Background: an optimization exercise with open tools, aiming at small area, a short achievable clock period and few clock cycles per item. Do not read the settings as production practice. The RTL was checked by simulation tests, not by an equivalence proof against the original design.

File: config.mk
export PLATFORM = sky130hd
export DESIGN_NAME = ladder_lowpass_filter_core
export DESIGN_NICKNAME = ladder_lowpass_filter_core
export VERILOG_FILES = /design/flow/design.v
export SDC_FILE = /design/flow/constraint.sdc
export NUM_CORES = 4
export LEC_CHECK = 0
export CAP_MARGIN = 20
export CORE_MARGIN = 2
export CORE_UTILIZATION = 40
export SLEW_MARGIN = 20
File: constraint.sdc
create_clock -name core_clock -period 16.0 [get_ports {clk_i}]
set_input_delay 3.2000 -clock core_clock [delete_from_list [all_inputs] [get_ports {clk_i}]]
set_output_delay 3.2000 -clock core_clock [all_outputs]
set_load 0.01 [all_outputs]
File: run.sh
#!/bin/bash
# synth_recipe.tcl (not shown) runs the flow's synth.tcl, then flattens the netlist and writes it again
# the make line also repeats each setting of config.mk as NAME=value (left out here)
make -C /OpenROAD-flow-scripts/flow DESIGN_CONFIG=/design/flow/config.mk WORK_HOME=/design/flow/orfs CLKGATE_MAP_FILE= SYNTH_SCRIPT=/design/flow/synth_recipe.tcl finish
File: design.v
package llf_pkg;
  localparam int ACC_W = 32;
  localparam int COEF_W = 26;
  localparam int SAMPLE_BITS_DEF    = 24;
  localparam int COEF_FRAC_BITS_DEF = 22;
  localparam int STAGE_GAIN_W  = 23;
  localparam int POLE_COEF_W   = 24;
  localparam int GAIN_FOURTH_W = 23;
  localparam int RESONANCE_W   = 25;
  localparam int OUTPUT_NORM_W = 23;
  localparam int CFG_DATA_W    = 25;
  localparam int CFG_ADDR_W    = 3;
  localparam logic [CFG_ADDR_W-1:0] REG_STAGE_GAIN  = 3'd0;
  localparam logic [CFG_ADDR_W-1:0] REG_POLE_COEF   = 3'd1;
  localparam logic [CFG_ADDR_W-1:0] REG_GAIN_FOURTH = 3'd2;
  localparam logic [CFG_ADDR_W-1:0] REG_RESONANCE   = 3'd3;
  localparam logic [CFG_ADDR_W-1:0] REG_OUTPUT_NORM = 3'd4;
  localparam logic [POLE_COEF_W-1:0]   POLE_COEF_RST   = 24'hC00000;
  localparam logic [OUTPUT_NORM_W-1:0] OUTPUT_NORM_RST = 23'h400000;
  localparam int STEP_W = 4;
  localparam logic [STEP_W-1:0] ST_P1 = 4'd0;    
  localparam logic [STEP_W-1:0] ST_P2 = 4'd1;    
  localparam logic [STEP_W-1:0] ST_P3 = 4'd2;    
  localparam logic [STEP_W-1:0] ST_T  = 4'd3;    
  localparam logic [STEP_W-1:0] ST_Y  = 4'd4;    
  localparam logic [STEP_W-1:0] ST_U  = 4'd5;    
  localparam logic [STEP_W-1:0] ST_N1 = 4'd6;    
  localparam logic [STEP_W-1:0] ST_S1 = 4'd7;    
  localparam logic [STEP_W-1:0] ST_N2 = 4'd8;
  localparam logic [STEP_W-1:0] ST_S2 = 4'd9;
  localparam logic [STEP_W-1:0] ST_N3 = 4'd10;
  localparam logic [STEP_W-1:0] ST_S3 = 4'd11;
  localparam logic [STEP_W-1:0] ST_B4 = 4'd12;   
  localparam logic [STEP_W-1:0] ST_S4 = 4'd13;   
  localparam logic [STEP_W-1:0] ST_LAST = ST_S4;
  typedef struct packed {
    logic              mul_en;
    logic              acc_en;
    logic [STEP_W-1:0] step;
  } llf_ctrl_t;
endpackage
import llf_pkg::*;
module llf_mac #(
  parameter int COEF_FRAC_BITS = llf_pkg::COEF_FRAC_BITS_DEF,
  parameter int ADD_W          = 37,
  parameter int RND_W          = 36
) (
  input  logic                            clk_i,
  input  logic                            mul_en_i,
  input  logic signed [llf_pkg::ACC_W-1:0]  val_i,
  input  logic signed [llf_pkg::COEF_W-1:0] coef_i,
  input  logic signed [ADD_W-1:0]          addend_i,
  input  logic                            sub_i,
  output logic signed [RND_W-1:0]          prod_o,
  output logic signed [llf_pkg::ACC_W-1:0]  sum_o
);
  localparam int PW  = ACC_W + COEF_W;
  localparam int SW  = ADD_W + 1;
  localparam logic signed [PW-1:0] HALF = PW'(1) << (COEF_FRAC_BITS - 1);
  logic signed [PW-1:0]    prod_d;
  logic signed [PW-1:0]    prod_q;
  logic signed [SW-1:0]    a_ext;
  logic signed [SW-1:0]    m_ext;
  logic signed [SW-1:0]    sum;
  logic [SW-ACC_W:0]       hi;
  assign prod_d = PW'(val_i) * PW'(coef_i) + HALF;
  always_ff @(posedge clk_i) begin
    if (mul_en_i) begin
      prod_q <= prod_d;
    end
  end
  assign prod_o = prod_q[PW-1:COEF_FRAC_BITS];
  assign a_ext = SW'(addend_i);
  assign m_ext = SW'(prod_o);
  assign sum   = sub_i ? (a_ext - m_ext) : (a_ext + m_ext);
  assign hi = sum[SW-1:ACC_W-1];
  always_comb begin
    if ((&hi) || !(|hi)) begin
      sum_o = sum[ACC_W-1:0];
    end else if (sum[SW-1]) begin
      sum_o = {1'b1, {(ACC_W-1){1'b0}}};
    end else begin
      sum_o = {1'b0, {(ACC_W-1){1'b1}}};
    end
  end
endmodule
import llf_pkg::*;
module llf_seq (
  input  logic               clk_i,
  input  logic               rst_ni,
  input  logic               start_i,
  input  logic               hold_i,
  output llf_pkg::llf_ctrl_t ctrl_o,
  output logic               idle_o,
  output logic               done_o
);
  localparam logic [1:0] S_IDLE = 2'd0;
  localparam logic [1:0] S_MUL  = 2'd1;
  localparam logic [1:0] S_ACC  = 2'd2;
  logic [1:0]        state_q, state_d;
  logic [STEP_W-1:0] step_q, step_d;
  logic              last;
  logic              stall;
  assign last  = (step_q == ST_LAST);
  assign stall = (state_q == S_ACC) && last && hold_i;
  always_comb begin
    state_d = state_q;
    step_d  = step_q;
    case (state_q)
      S_IDLE: begin
        if (start_i) begin
          state_d = S_MUL;
          step_d  = ST_P1;
        end
      end
      S_MUL: begin
        state_d = S_ACC;
      end
      S_ACC: begin
        if (last) begin
          if (!hold_i) begin
            state_d = S_IDLE;
          end
        end else begin
          state_d = S_MUL;
          step_d  = step_q + STEP_W'(1);
        end
      end
      default: begin
        state_d = S_IDLE;
      end
    endcase
  end
  always_ff @(posedge clk_i or negedge rst_ni) begin
    if (!rst_ni) begin
      state_q <= S_IDLE;
      step_q  <= ST_P1;
    end else begin
      state_q <= state_d;
      step_q  <= step_d;
    end
  end
  assign ctrl_o.mul_en = (state_q == S_MUL);
  assign ctrl_o.acc_en = (state_q == S_ACC) && !stall;
  assign ctrl_o.step   = step_q;
  assign idle_o        = (state_q == S_IDLE);
  assign done_o        = (state_q == S_ACC) && last && !hold_i;
endmodule
import llf_pkg::*;
module ladder_lowpass_filter_core #(
  parameter int SAMPLE_BITS    = llf_pkg::SAMPLE_BITS_DEF,
  parameter int COEF_FRAC_BITS = llf_pkg::COEF_FRAC_BITS_DEF
) (
  input  logic                              clk_i,
  input  logic                              rst_ni,
  input  logic                              cfg_we_i,
  input  logic [llf_pkg::CFG_ADDR_W-1:0]    cfg_addr_i,
  input  logic [llf_pkg::CFG_DATA_W-1:0]    cfg_wdata_i,
  input  logic                              s_axis_tvalid,
  output logic                              s_axis_tready,
  input  logic [((SAMPLE_BITS+7)/8)*8-1:0]  s_axis_tdata,   
  output logic                              m_axis_tvalid,
  input  logic                              m_axis_tready,
  output logic [((SAMPLE_BITS+7)/8)*8-1:0]  m_axis_tdata    
);
  localparam int TDATA_W = ((SAMPLE_BITS + 7) / 8) * 8;
  localparam int RND_W   = ACC_W + COEF_W - COEF_FRAC_BITS;
  localparam int ADD_W   = (RND_W > ACC_W) ? RND_W : ACC_W;
  localparam logic signed [ACC_W-1:0] SMAX = 32'sh7FFFFFFF >>> (ACC_W - SAMPLE_BITS);
  localparam logic signed [ACC_W-1:0] SMIN = ~SMAX;
  logic [STAGE_GAIN_W-1:0]  stage_gain_q;
  logic [POLE_COEF_W-1:0]   pole_coef_q;
  logic [GAIN_FOURTH_W-1:0] gain_fourth_q;
  logic [RESONANCE_W-1:0]   resonance_q;
  logic [OUTPUT_NORM_W-1:0] output_norm_q;
  logic signed [ACC_W-1:0]       s1_q, s2_q, s3_q, s4_q;
  logic signed [ACC_W-1:0]       p_q, y_q, n_q;
  logic signed [RND_W-1:0]       bu_q;
  logic signed [SAMPLE_BITS-1:0] x_q;
  logic                          out_valid_q;
  logic [SAMPLE_BITS-1:0]        out_data_q;
  logic signed [ACC_W-1:0]       y_clamp;
  llf_pkg::llf_ctrl_t         ctrl;
  logic                       idle;
  logic                       done;
  logic                       in_acc;
  logic                       out_busy;
  logic signed [ACC_W-1:0]    val;
  logic signed [COEF_W-1:0]   coef;
  logic signed [ADD_W-1:0]    addend;
  logic                       sub;
  logic signed [RND_W-1:0]    prod;
  logic signed [ACC_W-1:0]    sum;
  logic signed [COEF_W-1:0]   b_c, a_c, g4_c, k_c, norm_c;
  assign in_acc   = s_axis_tvalid && s_axis_tready;
  assign out_busy = out_valid_q && !m_axis_tready;
  always_ff @(posedge clk_i or negedge rst_ni) begin
    if (!rst_ni) begin
      stage_gain_q  <= '0;
      pole_coef_q   <= POLE_COEF_RST;
      gain_fourth_q <= '0;
      resonance_q   <= '0;
      output_norm_q <= OUTPUT_NORM_RST;
    end else if (cfg_we_i) begin
      case (cfg_addr_i)
        REG_STAGE_GAIN:  stage_gain_q  <= cfg_wdata_i[STAGE_GAIN_W-1:0];
        REG_POLE_COEF:   pole_coef_q   <= cfg_wdata_i[POLE_COEF_W-1:0];
        REG_GAIN_FOURTH: gain_fourth_q <= cfg_wdata_i[GAIN_FOURTH_W-1:0];
        REG_RESONANCE:   resonance_q   <= cfg_wdata_i[RESONANCE_W-1:0];
        REG_OUTPUT_NORM: output_norm_q <= cfg_wdata_i[OUTPUT_NORM_W-1:0];
        default: ;
      endcase
    end
  end
  assign b_c    = COEF_W'(signed'({1'b0, stage_gain_q}));
  assign a_c    = COEF_W'(signed'(pole_coef_q));
  assign g4_c   = COEF_W'(signed'({1'b0, gain_fourth_q}));
  assign k_c    = COEF_W'(signed'({1'b0, resonance_q}));
  assign norm_c = COEF_W'(signed'({1'b0, output_norm_q}));
  always_comb begin
    val    = p_q;
    coef   = b_c;
    addend = '0;
    sub    = 1'b0;
    case (ctrl.step)
      ST_P1: begin val = s1_q;  coef = b_c;  addend = ADD_W'(s2_q); end
      ST_P2: begin val = p_q;   coef = b_c;  addend = ADD_W'(s3_q); end
      ST_P3: begin val = p_q;   coef = b_c;  addend = ADD_W'(s4_q); end
      ST_T:  begin val = ACC_W'(x_q); coef = g4_c; addend = ADD_W'(p_q); end
      ST_Y:  begin val = p_q;   coef = norm_c; end
      ST_U:  begin
        val = y_q;  coef = k_c;  addend = ADD_W'(x_q);  sub = 1'b1;
      end
      ST_N1: begin val = p_q;   coef = b_c;  addend = ADD_W'(s1_q); end
      ST_S1: begin val = n_q;   coef = a_c;  addend = ADD_W'(bu_q); sub = 1'b1; end
      ST_N2: begin val = n_q;   coef = b_c;  addend = ADD_W'(s2_q); end
      ST_S2: begin val = n_q;   coef = a_c;  addend = ADD_W'(bu_q); sub = 1'b1; end
      ST_N3: begin val = n_q;   coef = b_c;  addend = ADD_W'(s3_q); end
      ST_S3: begin val = n_q;   coef = a_c;  addend = ADD_W'(bu_q); sub = 1'b1; end
      ST_B4: begin val = n_q;   coef = b_c; end
      ST_S4: begin val = y_q;   coef = a_c;  addend = ADD_W'(bu_q); sub = 1'b1; end
      default: ;
    endcase
  end
  llf_seq u_seq (
    .clk_i   (clk_i),
    .rst_ni  (rst_ni),
    .start_i (in_acc),
    .hold_i  (out_busy),
    .ctrl_o  (ctrl),
    .idle_o  (idle),
    .done_o  (done)
  );
  llf_mac #(
    .COEF_FRAC_BITS (COEF_FRAC_BITS),
    .ADD_W          (ADD_W),
    .RND_W          (RND_W)
  ) u_mac (
    .clk_i    (clk_i),
    .mul_en_i (ctrl.mul_en),
    .val_i    (val),
    .coef_i   (coef),
    .addend_i (addend),
    .sub_i    (sub),
    .prod_o   (prod),
    .sum_o    (sum)
  );
  always_ff @(posedge clk_i) begin
    if (in_acc) begin
      x_q <= s_axis_tdata[SAMPLE_BITS-1:0];
    end
  end
  always_ff @(posedge clk_i) begin
    if (ctrl.acc_en) begin
      case (ctrl.step)
        ST_P1, ST_P2, ST_P3, ST_T, ST_U: p_q <= sum;
        ST_Y: y_q <= sum;
        ST_N1, ST_N2, ST_N3: begin
          n_q  <= sum;
          bu_q <= prod;
        end
        ST_B4: bu_q <= prod;
        default: ;
      endcase
    end
  end
  always_ff @(posedge clk_i or negedge rst_ni) begin
    if (!rst_ni) begin
      s1_q <= '0;
      s2_q <= '0;
      s3_q <= '0;
      s4_q <= '0;
    end else if (ctrl.acc_en) begin
      case (ctrl.step)
        ST_S1: s1_q <= sum;
        ST_S2: s2_q <= sum;
        ST_S3: s3_q <= sum;
        ST_S4: s4_q <= sum;
        default: ;
      endcase
    end
  end
  always_comb begin
    if (y_q > SMAX) begin
      y_clamp = SMAX;
    end else if (y_q < SMIN) begin
      y_clamp = SMIN;
    end else begin
      y_clamp = y_q;
    end
  end
  always_ff @(posedge clk_i or negedge rst_ni) begin
    if (!rst_ni) begin
      out_valid_q <= 1'b0;
    end else if (done) begin
      out_valid_q <= 1'b1;
    end else if (m_axis_tready) begin
      out_valid_q <= 1'b0;
    end
  end
  always_ff @(posedge clk_i) begin
    if (done) begin
      out_data_q <= y_clamp[SAMPLE_BITS-1:0];
    end
  end
  assign s_axis_tready = idle;
  assign m_axis_tvalid = out_valid_q;
  assign m_axis_tdata  = TDATA_W'(out_data_q);
endmodule
==> reports/qor.csv <==
metric;value;unit
initial_core_util;40.2;%
status;finished clean;
ctsHoldBuffers;0;
hpwlAfterDp;123000;microns
core_area;125000;sq um
clkLatencyLatePin;0.63;ns
worst_ep_required_time;16.36;ns
register_area;12800;sq um
crit_fanout;32;
synthFlopType;dfrtp_1;
dieArea;129000;sq um
grt_pass1_vias;39500;
ys_warn_count;3;
cts_setup_buffers;0;
synth.most_common_cell;inv_1;
tns;0;ns
min-delay-start;s2_q[6];
rr_endpoint;u_mac.prod_q[50];
syn_area_per_cell;10.1;sq um
synthTopCellsByCount;inv_1 (879), fa_1 (855), nand2_1 (737);
final_nets;6105;
synth_cell_type_count;96;
slew_violations;0;
syn_area;50400;sq um
grt_pass1_wl;255000;microns
drv_cap;0;
clkSlewWorstSetupHoldPaths;0.07;ns
routedWlPerCell;24.9;microns
synthArstFlopShare;53.9;%
syn_inst;4997;
cpPeakStageDelay;0.85;ns
crit_top_cell;fa_1;
hold_depth;2;
grt_max_degree;158;
tightestPinTransition;1.24;ns
r2r_start;u_seq.step_q[2];
holdWs;0.486;ns
period_share;71.0;%
dpl-instance-area;53600;sq um
vias_per_cell;5.65;
fp-row-count;130;
dr.pass1.iters;10;
layout_min_cycle_time;11.36;ns
design_area;55300;sq um
multiInputGateArea;33600;sq um
cts-buffers-inserted;50;
fin_skew;0.0356;ns
num_vias;37800;
routabilityCongestion;0.931;
htreeDepth;2;
antenna_left;0;
arrival;11.72;ns
seq_area_frac_synth;25.5;%
synth_nets;6102;
setup_viol;0;
max_freq;88.0;MHz
synthTopCellsByArea;fa_1 (34%), edfxtp_1 (13%), dfrtp_1 (12%);
ff2ff_setup_slack;4.64;ns
hold_class;reg -> reg;
area_growth;9.90;%
clock-sinks;469;
track_usage;26.3;%
criticalPathCategory;reg -> reg;
cts_resized;0;
slew_headroom;17.4;%
ios;83;
synth_top_area_cell;fa_1;
synth_top_area_share;34.0;%
totalWireLength;167000;microns
antenna_found_initial;6;
drc_errors;0;
gr-total-overflow;0;
crit_path_end_kind;flip-flop;
first_iter_violations;3769;
port_buffers;82;
r2r.worst_path.cells;30;
yosys_register_bits;469;
die_x;359;microns
n_fill_cell;12000;
cts_buffer_depth;3;
cts_root_buffer;clkbuf_16;
slowest_stage;nor4_4;
hold_viol;0;
die_h;359;microns
drive_above_1_share;9.32;%
rsz0062_at_grt;false;
start_kind;flip-flop;
synth_edf_count;216;
whs_endpoint;s2_q[6];
cts_tree;yes;
[state kept, by name, indices dropped and copies added, names as in the netlist, 24 cells and up]
name	cells
pole_coef_q	24
u_mac.prod_q	36
s4_q	32
p_q	32
resonance_q	25
out_data_q	24
n_q	32
bu_q	36
s3_q	32
x_q	24
s1_q	32
s2_q	32
y_q	32
[per-layer routing]
layer / track usage (%) / vias up / routed length (microns)
met4: 9.43 / 6 / 7110
met1: 36.3 / 19700 / 68200
li1: - / 16000 / -
met2: 41.1 / 1787 / 74700
met5: 0 / - / 47
met3: 5.65 / 335 / 16700
[logic make-up after synthesis]
logic type / share of synthesized area (%)
adders and majority gates: 38.8
and+or+nand+nor: 11.9
AOI/OAI and AO/OA: 9.96
buffers and inverters: 8.57
muxes: 3.30
DFF: 25.5
xor gates and xnor gates: 2.00
[placed cells by master, fill, tap and decap left out, types with 11 or more instances in the layout]
| cell type | count |
|---|---|
| inv_1 | 879 |
| a31oi_1 | 19 |
| a22oi_1 | 44 |
| o21a_1 | 37 |
| a21o_1 | 46 |
| fa_1 | 855 |
| a221oi_1 | 33 |
| a221oi_2 | 18 |
| buf_4 | 121 |
| edfxtp_1 | 216 |
| and2_1 | 31 |
| nand3_1 | 53 |
| mux2_2 | 146 |
| clkbuf_16 | 52 |
| clkdlybuf4s50_1 | 81 |
| xor2_1 | 48 |
| a22o_1 | 13 |
| nand4_1 | 21 |
| a221o_1 | 62 |
| nor3_1 | 16 |
| o21ai_0 | 61 |
| nand2_1 | 737 |
| o31ai_1 | 12 |
| nor2_1 | 416 |
| and3_1 | 13 |
| a222oi_1 | 54 |
| dfrtp_1 | 250 |
| xnor2_1 | 63 |
| o21bai_1 | 11 |
| nor2b_1 | 19 |
| ha_1 | 193 |
| nand2b_1 | 24 |
| a21oi_1 | 83 |
| o21ai_1 | 87 |
[area by class of cell]
cell class,count,share of cell area (%)
multi-input combinational,3391,60.8
inverter,883,5.99
timing repair buffer,205,3.19
tap,1650,3.73
sequential,469,23.2
antenna,2,0.00904
clock inverter,25,0.515
clock buffer,69,2.59
[critical path: cells and delay by family, from the launching register on]
family	cells	cell delay [ns]
AOI/OAI and AO/OA	6	1.58
DFF	1	0.73
and+or+nand+nor	8	3.29
buffers and inverters	7	1.25
adders and majority gates	8	4.04
xor gates and xnor gates	1	0.13
[metrics by stage]
stage | cells | utilization, % | setup slack [ns]
6_report | 6694 | 44.2 | 4.64
5_1_grt | 6692 | 44.2 | 4.22
4_1_cts | 6691 | 44.2 | 4.73
3_5_place_dp | 6597 | 42.8 | 4.76
3_3_place_gp | 6596 | 42.8 | 4.59
2_1_floorplan | 4997 | - | 7.02
[worst max-delay path by stage]
stage                          from               end  slack (ns)
floorplan           u_seq.step_q[0]  u_mac.prod_q[54]        7.02
global placement    u_seq.step_q[2]  u_mac.prod_q[50]        4.59
detailed placement  u_seq.step_q[2]  u_mac.prod_q[50]        4.76
CTS                 u_seq.step_q[2]  u_mac.prod_q[50]        4.73
global route        u_seq.step_q[2]  u_mac.prod_q[50]        4.22
finish              u_seq.step_q[2]  u_mac.prod_q[50]        4.64
Testbench counts, summed over its fixed seeds: cycles 44,576, items 1,536.

[static timing again, ports no longer ideal]
Ports are ideal in the flow. The routed layout listed here was re-timed in OpenROAD.
Step 1, drivers: a clkbuf_16 drives clk_i and a buf_2 each remaining input, both assumed.
Step 2, shift: input delay + t, output delay - t, t = (earliest + latest rising clock arrival at the registers) / 2. This alone moves slack from input paths to output paths.
a / b / c = no drivers / after step 1 / after step 2; a / b = the first two.
t, ns: 0.688
setup slack, ns: 4.640 / 4.640 / 4.640
hold WS [ns]: 0.486 / 0.486 / 0.486
worst setup path after step 2: register to register
After both steps this run still meets setup and hold. The setup slack of this run moves by 0.000 ns with the drivers and by 0.000 ns with both steps.
